This design comes from an exercise in tuning for small area on the open sky130 flow, not from production work.
The RTL was checked by simulation tests, not by an equivalence proof against the original design.
Power figures rest on the tool's default switching activity, not on a simulated workload.

## dma_rx_path
module dma_rx_path (
   input  logic                    M_AXIS_ACLK,
   input  logic                    reset_n,
   input  dma_rx_pkg::in_data_t    s_axis_tdata,
   input  dma_rx_pkg::in_strb_t    s_axis_tstrb,
   input  dma_rx_pkg::user_t       s_axis_tuser,
   input  logic                    s_axis_tlast,
   input  logic                    s_axis_tvalid,
   output logic                    s_axis_tready,
   output dma_rx_pkg::out_data_t   m_axis_tdata,
   output dma_rx_pkg::out_strb_t   m_axis_tstrb,
   output dma_rx_pkg::user_t       m_axis_tuser,
   output logic                    m_axis_tlast,
   output logic                    m_axis_tvalid,
   input  logic                    m_axis_tready,
   input  logic                    wb_cyc,
   input  logic                    wb_stb,
   input  logic                    wb_we,
   input  dma_rx_pkg::wb_adr_t     wb_adr,
   input  dma_rx_pkg::wb_dat_t     wb_dat_w,
   output logic                    wb_ack,
   output dma_rx_pkg::wb_dat_t     wb_dat_r
);
   logic             pkt_open;
   logic             beat_acc;
   dma_rx_pkg::cnt_t pkt_out;
   dma_rx_pkg::cnt_t word_out;
   dma_rx_pkg::cnt_t pkt_in;
   dma_rx_pkg::cnt_t word_in;
   dma_rx_pkg::cnt_t err_in;
   dma_rx_pkg::cnt_t extra_in;
   logic             clear;       
   logic [5:0]       load;        
   dma_rx_pkg::cnt_t load_val;
   beat_packer packer0 (
      .M_AXIS_ACLK   (M_AXIS_ACLK),
      .reset_n       (reset_n),
      .s_axis_tdata  (s_axis_tdata),
      .s_axis_tstrb  (s_axis_tstrb),
      .s_axis_tuser  (s_axis_tuser),
  ...
clock: 5.0 ns
lec_check: 0
cap_margin: 20
core_margin: 2
core_utilization: 60
place_density: 0.72
slew_margin: 20
standard.sh (not shown) runs the stock make flow with config.mk's settings and CLKGATE_MAP_FILE= SYNTH_SCRIPT=/design/flow/synth_recipe.tcl, a recipe that flattens the netlist after the stock synthesis.
==> flow/flow/run.sh <==
#!/bin/bash
# Layout flow: the standard ORFS flow, with three area changes.
#  1. After the standard synthesis, the combinational cells are mapped again by ABC with an
#     area-oriented script (remap.ys, remap.abc). Flip-flops keep their instances, names
#     and cell types; only the logic between them is re-mapped.
#  2. Port buffers use the smallest buffer cell.
#  3. The clock tree uses clkbuf_8 buffers in clusters of up to 16 sinks, and no dummy
#     balancing loads.
# Each tool's output goes to its own log file in this folder.
set -euo pipefail
R=orfs/results/sky130hd/dma_rx_path/base
LIB=$FLOW_HOME/platforms/sky130hd/lib/sky130_fd_sc_hd__tt_025C_1v80.lib
YOSYS=$(command -v yosys || echo /OpenROAD-flow-scripts/tools/install/yosys/bin/yosys)

export BUFFER_PORTS_ARGS="-buffer_cell sky130_fd_sc_hd__buf_1"
export CTS_ARGS="-sink_clustering_enable -repair_clock_nets -dont_use_dummy_load -buf_list {sky130_fd_sc_hd__clkbuf_8} -sink_clustering_size 16 -sink_clustering_max_diameter 60"

bash standard.sh synth > synth.log 2>&1
cp $R/1_2_yosys.v synth_standard.v

sed -e "s#{LIB}#$LIB#g" -e "s#{IN}#synth_standard.v#" -e "s#{SCRIPT}#$PWD/flow/remap.abc#" \
    -e "s#{OUT}#synth_remapped.v#" flow/remap.ys > remap_run.ys
$YOSYS -s remap_run.ys > remap.log 2>&1

cp synth_remapped.v $R/1_2_yosys.v
rm -f $R/1_synth.odb $R/1_synth.sdc
bash standard.sh > standard.log 2>&1
==> flow/flow/remap.abc <==
&get -n
&st
&dc2
&dch -f
&nf -a -R 1000
&put
==> flow/flow/remap.ys <==
# Re-maps the combinational cells of the standard synthesis netlist for area.
# The flip-flops (and tie cells) are kept as they are: same instances, names and cell types.
read_liberty -ignore_miss_func -ignore_miss_dir {LIB}
read_verilog {IN}
hierarchy -top dma_rx_path
setattr -mod -set blackbox 1 sky130_fd_sc_hd__edfxtp_1 sky130_fd_sc_hd__dfxtp_1
flatten
rename -hide w:_*_.*
opt_clean -purge
abc -script {SCRIPT} -liberty {LIB} -dont_use sky130_fd_sc_hd__probe_p_8 -dont_use sky130_fd_sc_hd__probec_p_8 -dont_use sky130_fd_sc_hd__lpflow_*
read_liberty -lib -ignore_redef {LIB}
splitnets
opt_clean -purge
hilomap -singleton -hicell sky130_fd_sc_hd__conb_1 HI -locell sky130_fd_sc_hd__conb_1 LO
insbuf -buf sky130_fd_sc_hd__buf_4 A X
check -assert
stat -liberty {LIB}
write_verilog -noattr -nohex -nodec {OUT}
The first run never finished: it broke off in I/O pin placement (3_2_place_iop).
Edit:
--- a/flow/flow/run.sh
+++ b/flow/flow/run.sh
@@ -15,0 +16 @@
+export RECOVER_POWER=100
- CORE_UTILIZATION: 60 -> 40
- PLACE_DENSITY: 0.72 -> default
What happened: The new run completed, yet does not pass: max-capacitance violations, max-slew violations. Synthesized cell count is unchanged. Synthesized area stays the same.
Edit:
--- a/flow/flow/run.sh
+++ b/flow/flow/run.sh
@@ -16 +15,0 @@
-export RECOVER_POWER=100
The new run produced a clean layout.
Setup slack gains 3.2 ps.
Non-clock buffer count is unchanged.
Cell count hardly moves.
Clock power stays flat.
Combinational power rises by about 0.9%.
Clock skew grows by 3.6 ps.
Total power is about the same.

## port drivers added, routing unchanged
Ports are ideal in the flow. The routed layouts listed here were re-timed in OpenROAD.
Step 1, drivers: a clkbuf_16 drives M_AXIS_ACLK and a buf_2 each remaining input, both assumed.
Step 2 also shifts input and output timing later by t, the mid clock arrival at the registers, as if the neighbouring blocks saw the same clock.
Slacks: no drivers / after step 1 / after step 2; pairs: no drivers / after step 1.
run | shift t [ns] | setup WS [ns] | hold WS [ns] | worst setup path after step 2
the second run | 0.693 | 0.248 / 0.248 / -0.117 | 0.439 / 0.439 / 0.439 | input to register
the third run | 0.700 | 0.251 / 0.251 / 0.251 | 0.467 / 0.464 / 0.467 | register to register
The setup slack of the second run, which loses most, moves by 0.000 ns with the drivers and by -0.365 ns with both steps.
